What follows belongs to an exercise in optimizing a design on an open flow for small area; a production flow would make more cautious choices. Function was checked by simulation only, so behaviour that the tests miss may differ from the original. Power figures rest on the tool's default switching activity, not on a simulated workload.

==> inputs of run a <==
==> flow/design.v <==
package mips_pkg;
    localparam logic [5:0] OP_RTYPE = 6'b000000;
    localparam logic [5:0] OP_LW    = 6'b100011;
    localparam logic [5:0] OP_SW    = 6'b101011;
    localparam logic [5:0] OP_BEQ   = 6'b000100;
    localparam logic [5:0] OP_ADDI  = 6'b001000;
    localparam logic [5:0] OP_ANDI  = 6'b001100;
    localparam logic [5:0] OP_ORI   = 6'b001101;
    localparam logic [5:0] OP_SLTI  = 6'b001010;
    localparam logic [2:0] ALU_ADD   = 3'b000;
    localparam logic [2:0] ALU_SUB   = 3'b001;
    localparam logic [2:0] ALU_FUNCT = 3'b010;
    localparam logic [2:0] ALU_AND   = 3'b011;
    localparam logic [2:0] ALU_OR    = 3'b100;
    localparam logic [2:0] ALU_SLT   = 3'b101;
    typedef struct packed {
        logic       reg_write;
        logic       mem_to_reg;
        logic       mem_read;
        logic       mem_write;
        logic       branch;
        logic       alu_src;
        logic       reg_dest;
        logic [2:0] alu_op;
    } ctrl_t;
endpackage
module reg_file #(
    parameter int unsigned NUM_REGS = 32,
    parameter int unsigned DATA_W   = 32
) (
    input  logic              clk,
    input  logic              reset,
    input  logic [4:0]        ra1,
    input  logic [4:0]        ra2,
    input  logic              we,
    input  logic [4:0]        wa,
    input  logic [DATA_W-1:0] wd,
    output logic [DATA_W-1:0] rd1,
    output logic [DATA_W-1:0] rd2
);
    logic [NUM_REGS-1:0][DATA_W-1:0] regs_q;
    always_ff @(posedge clk) begin
        if (reset) begin
            for (int i = 0; i < int'(NUM_REGS); i++) begin
                regs_q[i] <= '0;
            end
        end else if (we && (wa != 5'd0)) begin
            regs_q[wa] <= wd;
        end
    end
    always_comb begin
        rd1 = (ra1 == 5'd0) ? '0 : regs_q[ra1];
        rd2 = (ra2 == 5'd0) ? '0 : regs_q[ra2];
    end
endmodule
module id_stage
#(
    parameter int unsigned NUM_REGS = 32,
    parameter int unsigned DATA_W   = 32
) (
    input  logic              clk,
    input  logic              reset,
    input  logic [31:0]       instr,
    input  logic [DATA_W-1:0] pc_4_in,
    input  logic              flush,
    input  logic              ex_mem_read,
    input  logic [4:0]        ex_rt,
    input  logic              wb_reg_write,
    input  logic [4:0]        wb_addr,
    input  logic [DATA_W-1:0] wb_data,
    output logic [DATA_W-1:0] pc_4,
    output logic [DATA_W-1:0] reg1,
    output logic [DATA_W-1:0] reg2,
    output logic [DATA_W-1:0] sign_extend,
    output logic [4:0]        rt,
    output logic [4:0]        rd,
    output logic              RegWrite,
    output logic              MemToReg,
    output logic              MemRead,
    output logic              MemWrite,
    output logic              Branch,
    output logic              ALUSrc,
    output logic              RegDest,
    output logic [2:0]        ALUOp,
    output logic              stall
);
    logic [5:0] opcode;
    logic [4:0] rs;
    logic       uses_rt;
    logic       bubble;
    mips_pkg::ctrl_t      dec;
    mips_pkg::ctrl_t      ctrl;
    assign opcode = instr[31:26];
    assign rs     = instr[25:21];
    assign rt     = instr[20:16];
    assign rd     = instr[15:11];
    assign pc_4   = pc_4_in;
    reg_file #(
        .NUM_REGS(NUM_REGS),
        .DATA_W  (DATA_W)
    ) u_reg_file (
        .clk  (clk),
        .reset(reset),
        .ra1  (rs),
        .ra2  (rt),
        .we   (wb_reg_write),
        .wa   (wb_addr),
        .wd   (wb_data),
        .rd1  (reg1),
        .rd2  (reg2)
    );
    always_comb begin
        dec = '0;
        case (opcode)
            mips_pkg::OP_RTYPE: begin
                dec.reg_write = 1'b1;
                dec.reg_dest  = 1'b1;
                dec.alu_op    = mips_pkg::ALU_FUNCT;
            end
            mips_pkg::OP_LW: begin
                dec.reg_write  = 1'b1;
                dec.mem_to_reg = 1'b1;
                dec.mem_read   = 1'b1;
                dec.alu_src    = 1'b1;
                dec.alu_op     = mips_pkg::ALU_ADD;
            end
            mips_pkg::OP_SW: begin
                dec.mem_write = 1'b1;
                dec.alu_src   = 1'b1;
                dec.alu_op    = mips_pkg::ALU_ADD;
            end
            mips_pkg::OP_BEQ: begin
                dec.branch = 1'b1;
                dec.alu_op = mips_pkg::ALU_SUB;
            end
            mips_pkg::OP_ADDI: begin
                dec.reg_write = 1'b1;
                dec.alu_src   = 1'b1;
                dec.alu_op    = mips_pkg::ALU_ADD;
            end
            mips_pkg::OP_ANDI: begin
                dec.reg_write = 1'b1;
                dec.alu_src   = 1'b1;
                dec.alu_op    = mips_pkg::ALU_AND;
            end
            mips_pkg::OP_ORI: begin
                dec.reg_write = 1'b1;
                dec.alu_src   = 1'b1;
                dec.alu_op    = mips_pkg::ALU_OR;
            end
            mips_pkg::OP_SLTI: begin
                dec.reg_write = 1'b1;
                dec.alu_src   = 1'b1;
                dec.alu_op    = mips_pkg::ALU_SLT;
            end
            default: ;
        endcase
    end
    always_comb begin
        if ((opcode == mips_pkg::OP_ANDI) || (opcode == mips_pkg::OP_ORI)) begin
            sign_extend = {{(DATA_W-16){1'b0}}, instr[15:0]};
        end else begin
            sign_extend = {{(DATA_W-16){instr[15]}}, instr[15:0]};
        end
    end
    assign uses_rt = (opcode == mips_pkg::OP_RTYPE) || (opcode == mips_pkg::OP_SW) || (opcode == mips_pkg::OP_BEQ);
    assign stall = ex_mem_read && (ex_rt != 5'd0)
                   && ((ex_rt == rs) || (uses_rt && (ex_rt == rt)))
                   && !flush && !reset;
    assign bubble = stall || flush || reset;
    assign ctrl   = bubble ? '0 : dec;
    assign RegWrite = ctrl.reg_write;
    assign MemToReg = ctrl.mem_to_reg;
    assign MemRead  = ctrl.mem_read;
    assign MemWrite = ctrl.mem_write;
    assign Branch   = ctrl.branch;
    assign ALUSrc   = ctrl.alu_src;
    assign RegDest  = ctrl.reg_dest;
    assign ALUOp    = ctrl.alu_op;
endmodule
==> flow/run.sh <==
#!/bin/bash
# synth_recipe.tcl (not shown) runs the flow's synth.tcl, then flattens the netlist and writes it again
# the make line also repeats each setting of config.mk as NAME=value (left out here)
make -C /OpenROAD-flow-scripts/flow DESIGN_CONFIG=/design/flow/config.mk WORK_HOME=/design/flow/orfs CLKGATE_MAP_FILE= SYNTH_SCRIPT=/design/flow/synth_recipe.tcl finish
==> flow/config.mk <==
export PLATFORM = sky130hd
export DESIGN_NAME = id_stage
export DESIGN_NICKNAME = id_stage
export VERILOG_FILES = /design/flow/design.v
export SDC_FILE = /design/flow/constraint.sdc
export NUM_CORES = 4
export LEC_CHECK = 0
export CAP_MARGIN = 20
export CORE_MARGIN = 2
export CORE_UTILIZATION = 40
export SLEW_MARGIN = 20
==> flow/constraint.sdc <==
create_clock -name core_clock -period 6.0 [get_ports {clk}]
set_input_delay 1.2000 -clock core_clock [delete_from_list [all_inputs] [get_ports {clk}]]
set_output_delay 1.2000 -clock core_clock [all_outputs]
set_load 0.01 [all_outputs]
==> run b (differences from run a) <==
--- a/flow/design.v
+++ b/flow/design.v
@@ -24,6 +24,140 @@
         logic [2:0] alu_op;
     } ctrl_t;
 endpackage
+module rf_aoi222 (
+    input  logic a1, a2, b1, b2, c1, c2,
+    output logic y
+);
+    assign y = ~((a1 & a2) | (b1 & b2) | (c1 & c2));
+endmodule
+module rf_inv (
+    input  logic a,
+    output logic y
+);
+    assign y = ~a;
+endmodule
+module rf_nor2 (
+    input  logic a, b,
+    output logic y
+);
+    assign y = ~(a | b);
+endmodule
+module rf_nand2 (
+    input  logic a, b,
+    output logic y
+);
+    assign y = ~(a & b);
+endmodule
+module rf_nand3 (
+    input  logic a, b, c,
+    output logic y
+);
+    assign y = ~(a & b & c);
+endmodule
+module rf_nand4 (
+    input  logic a, b, c, d,
+    output logic y
+);
+    assign y = ~(a & b & c & d);
+endmodule
+module rf_a22o (
+    input  logic a1, a2, b1, b2,
+    output logic y
+);
+    assign y = (a1 & a2) | (b1 & b2);
+endmodule
+module rf_or3 (
+    input  logic a, b, c,
+    output logic y
+);
+    assign y = a | b | c;
+endmodule
+module rf_rdbit (
+    input  logic [31:1] d,
+    input  logic [31:1] s,
+    output logic        y
+);
+    logic [10:0] t;
+    logic [2:0]  g;
+    for (genvar k = 0; k < 10; k++) begin : g_aoi
+        rf_aoi222 u_aoi (
+            .a1(s[3*k+1]), .a2(d[3*k+1]),
+            .b1(s[3*k+2]), .b2(d[3*k+2]),
+            .c1(s[3*k+3]), .c2(d[3*k+3]),
+            .y (t[k])
+        );
+    end
+    rf_nand2 u_last (.a(s[31]), .b(d[31]), .y(t[10]));
+    rf_nand4 u_g0 (.a(t[0]), .b(t[1]), .c(t[2]), .d(t[3]), .y(g[0]));
+    rf_nand4 u_g1 (.a(t[4]), .b(t[5]), .c(t[6]), .d(t[7]), .y(g[1]));
+    rf_nand3 u_g2 (.a(t[8]), .b(t[9]), .c(t[10]), .y(g[2]));
+    rf_or3   u_or (.a(g[0]), .b(g[1]), .c(g[2]), .y(y));
+endmodule
+module rf_rdec (
+    input  logic [4:0]  a,
+    output logic [31:1] s
+);
+    logic [4:0] an;
+    logic [3:0] lo_n;
+    logic [7:0] hi_n;
+    for (genvar k = 0; k < 5; k++) begin : g_inv
+        rf_inv u_inv (.a(a[k]), .y(an[k]));
+    end
+    for (genvar k = 0; k < 4; k++) begin : g_lo
+        rf_nand2 u_lo (
+            .a(k[1] ? a[1] : an[1]),
+            .b(k[0] ? a[0] : an[0]),
+            .y(lo_n[k])
+        );
+    end
+    for (genvar k = 0; k < 8; k++) begin : g_hi
+        rf_nand3 u_hi (
+            .a(k[2] ? a[4] : an[4]),
+            .b(k[1] ? a[3] : an[3]),
+            .c(k[0] ? a[2] : an[2]),
+            .y(hi_n[k])
+        );
+    end
+    for (genvar i = 1; i < 32; i++) begin : g_sel
+        rf_nor2 u_sel (.a(hi_n[i/4]), .b(lo_n[i%4]), .y(s[i]));
+    end
+endmodule
+module rf_wdec (
+    input  logic        reset,
+    input  logic        we,
+    input  logic [4:0]  wa,
+    output logic [31:1] w,
+    output logic [31:1] h
+);
+    logic       en;
+    logic [4:0] an;
+    logic [3:0] lo_n;
+    logic [7:0] hi_n;
+    assign en = we & ~reset;
+    for (genvar k = 0; k < 5; k++) begin : g_inv
+        rf_inv u_inv (.a(wa[k]), .y(an[k]));
+    end
+    for (genvar k = 0; k < 4; k++) begin : g_lo
+        rf_nand2 u_lo (
+            .a(k[1] ? wa[1] : an[1]),
+            .b(k[0] ? wa[0] : an[0]),
+            .y(lo_n[k])
+        );
+    end
+    for (genvar k = 0; k < 8; k++) begin : g_hi
+        rf_nand4 u_hi (
+            .a(en),
+            .b(k[2] ? wa[4] : an[4]),
+            .c(k[1] ? wa[3] : an[3]),
+            .d(k[0] ? wa[2] : an[2]),
+            .y(hi_n[k])
+        );
+    end
+    for (genvar i = 1; i < 32; i++) begin : g_ctl
+        rf_nor2 u_w (.a(hi_n[i/4]), .b(lo_n[i%4]), .y(w[i]));
+        rf_nor2 u_h (.a(reset), .b(w[i]), .y(h[i]));
+    end
+endmodule
 module reg_file #(
     parameter int unsigned NUM_REGS = 32,
     parameter int unsigned DATA_W   = 32
@@ -38,19 +172,32 @@
     output logic [DATA_W-1:0] rd1,
     output logic [DATA_W-1:0] rd2
 );
-    logic [NUM_REGS-1:0][DATA_W-1:0] regs_q;
+    logic [31:1][DATA_W-1:0] regs_q;
+    logic [31:1][DATA_W-1:0] regs_d;
+    logic [31:1]             wsel, hold;
+    logic [31:1]             sel1, sel2;
+    rf_wdec u_wdec (.reset(reset), .we(we), .wa(wa), .w(wsel), .h(hold));
+    for (genvar i = 1; i < 32; i++) begin : g_reg
+        for (genvar b = 0; b < int'(DATA_W); b++) begin : g_bit
+            rf_a22o u_nx (
+                .a1(wsel[i]), .a2(wd[b]),
+                .b1(hold[i]), .b2(regs_q[i][b]),
+                .y (regs_d[i][b])
+            );
+        end
+    end
     always_ff @(posedge clk) begin
-        if (reset) begin
-            for (int i = 0; i < int'(NUM_REGS); i++) begin
-                regs_q[i] <= '0;
-            end
-        end else if (we && (wa != 5'd0)) begin
-            regs_q[wa] <= wd;
+        regs_q <= regs_d;
+    end
+    rf_rdec u_rdec1 (.a(ra1), .s(sel1));
+    rf_rdec u_rdec2 (.a(ra2), .s(sel2));
+    for (genvar b = 0; b < int'(DATA_W); b++) begin : g_bit
+        logic [31:1] col;
+        for (genvar i = 1; i < 32; i++) begin : g_col
+            assign col[i] = regs_q[i][b];
         end
-    end
-    always_comb begin
-        rd1 = (ra1 == 5'd0) ? '0 : regs_q[ra1];
-        rd2 = (ra2 == 5'd0) ? '0 : regs_q[ra2];
+        rf_rdbit u_rd1 (.d(col), .s(sel1), .y(rd1[b]));
+        rf_rdbit u_rd2 (.d(col), .s(sel2), .y(rd2[b]));
     end
 endmodule
 module id_stage
==> flow/flow/run.sh (new file) <==
#!/bin/bash
# Standard ORFS layout with two changes: ports are buffered with plain
# sky130_fd_sc_hd__buf_1 cells instead of the delay-cell default, and clock
# tree synthesis uses clkbuf_16 sink buffers over larger clusters, without
# dummy loads. make's full output goes to flow.log in the work folder; each
# ORFS step keeps its own log under orfs/logs/.
set -euo pipefail
export BUFFER_PORTS_ARGS="-buffer_cell sky130_fd_sc_hd__buf_1"
export CTS_ARGS="-sink_clustering_enable -repair_clock_nets -dont_use_dummy_load -buf_list {sky130_fd_sc_hd__clkbuf_16} -sink_clustering_size 24 -sink_clustering_max_diameter 100"
bash standard.sh finish > flow.log 2>&1
==> flow/standard.sh (new file) <==
#!/bin/bash
# synth_recipe.tcl (not shown) runs the flow's synth.tcl, then flattens the netlist and writes it again
# the make line also repeats each setting of config.mk as NAME=value (left out here)
make -C /OpenROAD-flow-scripts/flow DESIGN_CONFIG=/design/flow/config.mk WORK_HOME=/design/flow/orfs CLKGATE_MAP_FILE= SYNTH_SCRIPT=/design/flow/synth_recipe.tcl "${@:-finish}"
CAP_MARGIN = 0   (was 20)
SLEW_MARGIN = 0   (was 20)
SYNTH_HIERARCHICAL = 1   (was not set)
SYNTH_MINIMUM_KEEP_SIZE = 0   (was not set)
removed: flow/run.sh
==> run c (differences from run a) <==
--- a/flow/design.v
+++ b/flow/design.v
@@ -24,6 +24,140 @@
         logic [2:0] alu_op;
     } ctrl_t;
 endpackage
+module rf_aoi222 (
+    input  logic a1, a2, b1, b2, c1, c2,
+    output logic y
+);
+    assign y = ~((a1 & a2) | (b1 & b2) | (c1 & c2));
+endmodule
+module rf_inv (
+    input  logic a,
+    output logic y
+);
+    assign y = ~a;
+endmodule
+module rf_nor2 (
+    input  logic a, b,
+    output logic y
+);
+    assign y = ~(a | b);
+endmodule
+module rf_nand2 (
+    input  logic a, b,
+    output logic y
+);
+    assign y = ~(a & b);
+endmodule
+module rf_nand3 (
+    input  logic a, b, c,
+    output logic y
+);
+    assign y = ~(a & b & c);
+endmodule
+module rf_nand4 (
+    input  logic a, b, c, d,
+    output logic y
+);
+    assign y = ~(a & b & c & d);
+endmodule
+module rf_a22o (
+    input  logic a1, a2, b1, b2,
+    output logic y
+);
+    assign y = (a1 & a2) | (b1 & b2);
+endmodule
+module rf_or3 (
+    input  logic a, b, c,
+    output logic y
+);
+    assign y = a | b | c;
+endmodule
+module rf_rdbit (
+    input  logic [31:1] d,
+    input  logic [31:1] s,
+    output logic        y
+);
+    logic [10:0] t;
+    logic [2:0]  g;
+    for (genvar k = 0; k < 10; k++) begin : g_aoi
+        rf_aoi222 u_aoi (
+            .a1(s[3*k+1]), .a2(d[3*k+1]),
+            .b1(s[3*k+2]), .b2(d[3*k+2]),
+            .c1(s[3*k+3]), .c2(d[3*k+3]),
+            .y (t[k])
+        );
+    end
+    rf_nand2 u_last (.a(s[31]), .b(d[31]), .y(t[10]));
+    rf_nand4 u_g0 (.a(t[0]), .b(t[1]), .c(t[2]), .d(t[3]), .y(g[0]));
+    rf_nand4 u_g1 (.a(t[4]), .b(t[5]), .c(t[6]), .d(t[7]), .y(g[1]));
+    rf_nand3 u_g2 (.a(t[8]), .b(t[9]), .c(t[10]), .y(g[2]));
+    rf_or3   u_or (.a(g[0]), .b(g[1]), .c(g[2]), .y(y));
+endmodule
+module rf_rdec (
+    input  logic [4:0]  a,
+    output logic [31:1] s
+);
+    logic [4:0] an;
+    logic [3:0] lo_n;
+    logic [7:0] hi_n;
+    for (genvar k = 0; k < 5; k++) begin : g_inv
+        rf_inv u_inv (.a(a[k]), .y(an[k]));
+    end
+    for (genvar k = 0; k < 4; k++) begin : g_lo
+        rf_nand2 u_lo (
+            .a(k[1] ? a[1] : an[1]),
+            .b(k[0] ? a[0] : an[0]),
+            .y(lo_n[k])
+        );
+    end
+    for (genvar k = 0; k < 8; k++) begin : g_hi
+        rf_nand3 u_hi (
+            .a(k[2] ? a[4] : an[4]),
+            .b(k[1] ? a[3] : an[3]),
+            .c(k[0] ? a[2] : an[2]),
+            .y(hi_n[k])
+        );
+    end
+    for (genvar i = 1; i < 32; i++) begin : g_sel
+        rf_nor2 u_sel (.a(hi_n[i/4]), .b(lo_n[i%4]), .y(s[i]));
+    end
+endmodule
+module rf_wdec (
+    input  logic        reset,
+    input  logic        we,
+    input  logic [4:0]  wa,
+    output logic [31:1] w,
+    output logic [31:1] h
+);
+    logic       en;
+    logic [4:0] an;
+    logic [3:0] lo_n;
+    logic [7:0] hi_n;
+    assign en = we & ~reset;
+    for (genvar k = 0; k < 5; k++) begin : g_inv
+        rf_inv u_inv (.a(wa[k]), .y(an[k]));
+    end
+    for (genvar k = 0; k < 4; k++) begin : g_lo
+        rf_nand2 u_lo (
+            .a(k[1] ? wa[1] : an[1]),
+            .b(k[0] ? wa[0] : an[0]),
+            .y(lo_n[k])
+        );
+    end
+    for (genvar k = 0; k < 8; k++) begin : g_hi
+        rf_nand4 u_hi (
+            .a(en),
+            .b(k[2] ? wa[4] : an[4]),
+            .c(k[1] ? wa[3] : an[3]),
+            .d(k[0] ? wa[2] : an[2]),
+            .y(hi_n[k])
+        );
+    end
+    for (genvar i = 1; i < 32; i++) begin : g_ctl
+        rf_nor2 u_w (.a(hi_n[i/4]), .b(lo_n[i%4]), .y(w[i]));
+        rf_nor2 u_h (.a(reset), .b(w[i]), .y(h[i]));
+    end
+endmodule
 module reg_file #(
     parameter int unsigned NUM_REGS = 32,
     parameter int unsigned DATA_W   = 32
@@ -38,19 +172,32 @@
     output logic [DATA_W-1:0] rd1,
     output logic [DATA_W-1:0] rd2
 );
-    logic [NUM_REGS-1:0][DATA_W-1:0] regs_q;
+    logic [31:1][DATA_W-1:0] regs_q;
+    logic [31:1][DATA_W-1:0] regs_d;
+    logic [31:1]             wsel, hold;
+    logic [31:1]             sel1, sel2;
+    rf_wdec u_wdec (.reset(reset), .we(we), .wa(wa), .w(wsel), .h(hold));
+    for (genvar i = 1; i < 32; i++) begin : g_reg
+        for (genvar b = 0; b < int'(DATA_W); b++) begin : g_bit
+            rf_a22o u_nx (
+                .a1(wsel[i]), .a2(wd[b]),
+                .b1(hold[i]), .b2(regs_q[i][b]),
+                .y (regs_d[i][b])
+            );
+        end
+    end
     always_ff @(posedge clk) begin
-        if (reset) begin
-            for (int i = 0; i < int'(NUM_REGS); i++) begin
-                regs_q[i] <= '0;
-            end
-        end else if (we && (wa != 5'd0)) begin
-            regs_q[wa] <= wd;
+        regs_q <= regs_d;
+    end
+    rf_rdec u_rdec1 (.a(ra1), .s(sel1));
+    rf_rdec u_rdec2 (.a(ra2), .s(sel2));
+    for (genvar b = 0; b < int'(DATA_W); b++) begin : g_bit
+        logic [31:1] col;
+        for (genvar i = 1; i < 32; i++) begin : g_col
+            assign col[i] = regs_q[i][b];
         end
-    end
-    always_comb begin
-        rd1 = (ra1 == 5'd0) ? '0 : regs_q[ra1];
-        rd2 = (ra2 == 5'd0) ? '0 : regs_q[ra2];
+        rf_rdbit u_rd1 (.d(col), .s(sel1), .y(rd1[b]));
+        rf_rdbit u_rd2 (.d(col), .s(sel2), .y(rd2[b]));
     end
 endmodule
 module id_stage
CAP_MARGIN = 0   (was 20)
CTS_BUF_LIST = sky130_fd_sc_hd__clkbuf_16   (was not set)
CTS_CLUSTER_DIAMETER = 100   (was not set)
CTS_CLUSTER_SIZE = 24   (was not set)
SETUP_SLACK_MARGIN = 0.2   (was not set)
SLEW_MARGIN = 0   (was 20)
SYNTH_HIERARCHICAL = 1   (was not set)
SYNTH_MINIMUM_KEEP_SIZE = 0   (was not set)
==> notes <==
Between run a and run b, the lower die area is in run b (gap about 36%, measured against run b).
In clock skew, run c and run a do not differ.
Against run b, the synthesized cell count of run a is larger by about 60%.
Power, lowest first: run b, run c, run a.
Non-clock buffer count, lowest first: run b, run c, run a.
Between run a and run b, the lower sequential power is in run b (gap about 3.4%, measured against run b).
The lowest register-to-register slack belongs to run a, the highest to run c.

==> re-timing with driven ports <==
How much do the figures lean on ideal ports? The routed layouts below were timed once more, with nothing changed but the port constraints. Step 1: set_driving_cell puts a clkbuf_16 on clk and a buf_2 on each other input, an assumption about the parent block. Step 2 times the ports against the registers' clock, not the clock port: input delays grow and output delays shrink by t, the midpoint of the rising clock arrivals with the driver on. Three values: no drivers, after step 1, after step 2; two values: the first two.
| run | shift t [ns] | setup slack, ns | latest minus earliest clock arrival (ns) |
|---|---|---|---|
| run a | 0.775 | 0.502 / 0.452 / 0.452 | 0.034 / 0.034 |
| run b | 0.704 | 0.334 / 0.307 / 0.307 | 0.047 / 0.048 |
| run c | 0.712 | 0.068 / -0.035 / -0.035 | 0.027 / 0.027 |
Met with ideal ports but missed after step 2: setup timing in run c. The setup slack of run c, which loses most, moves by -0.103 ns with the drivers and by -0.103 ns with both steps.
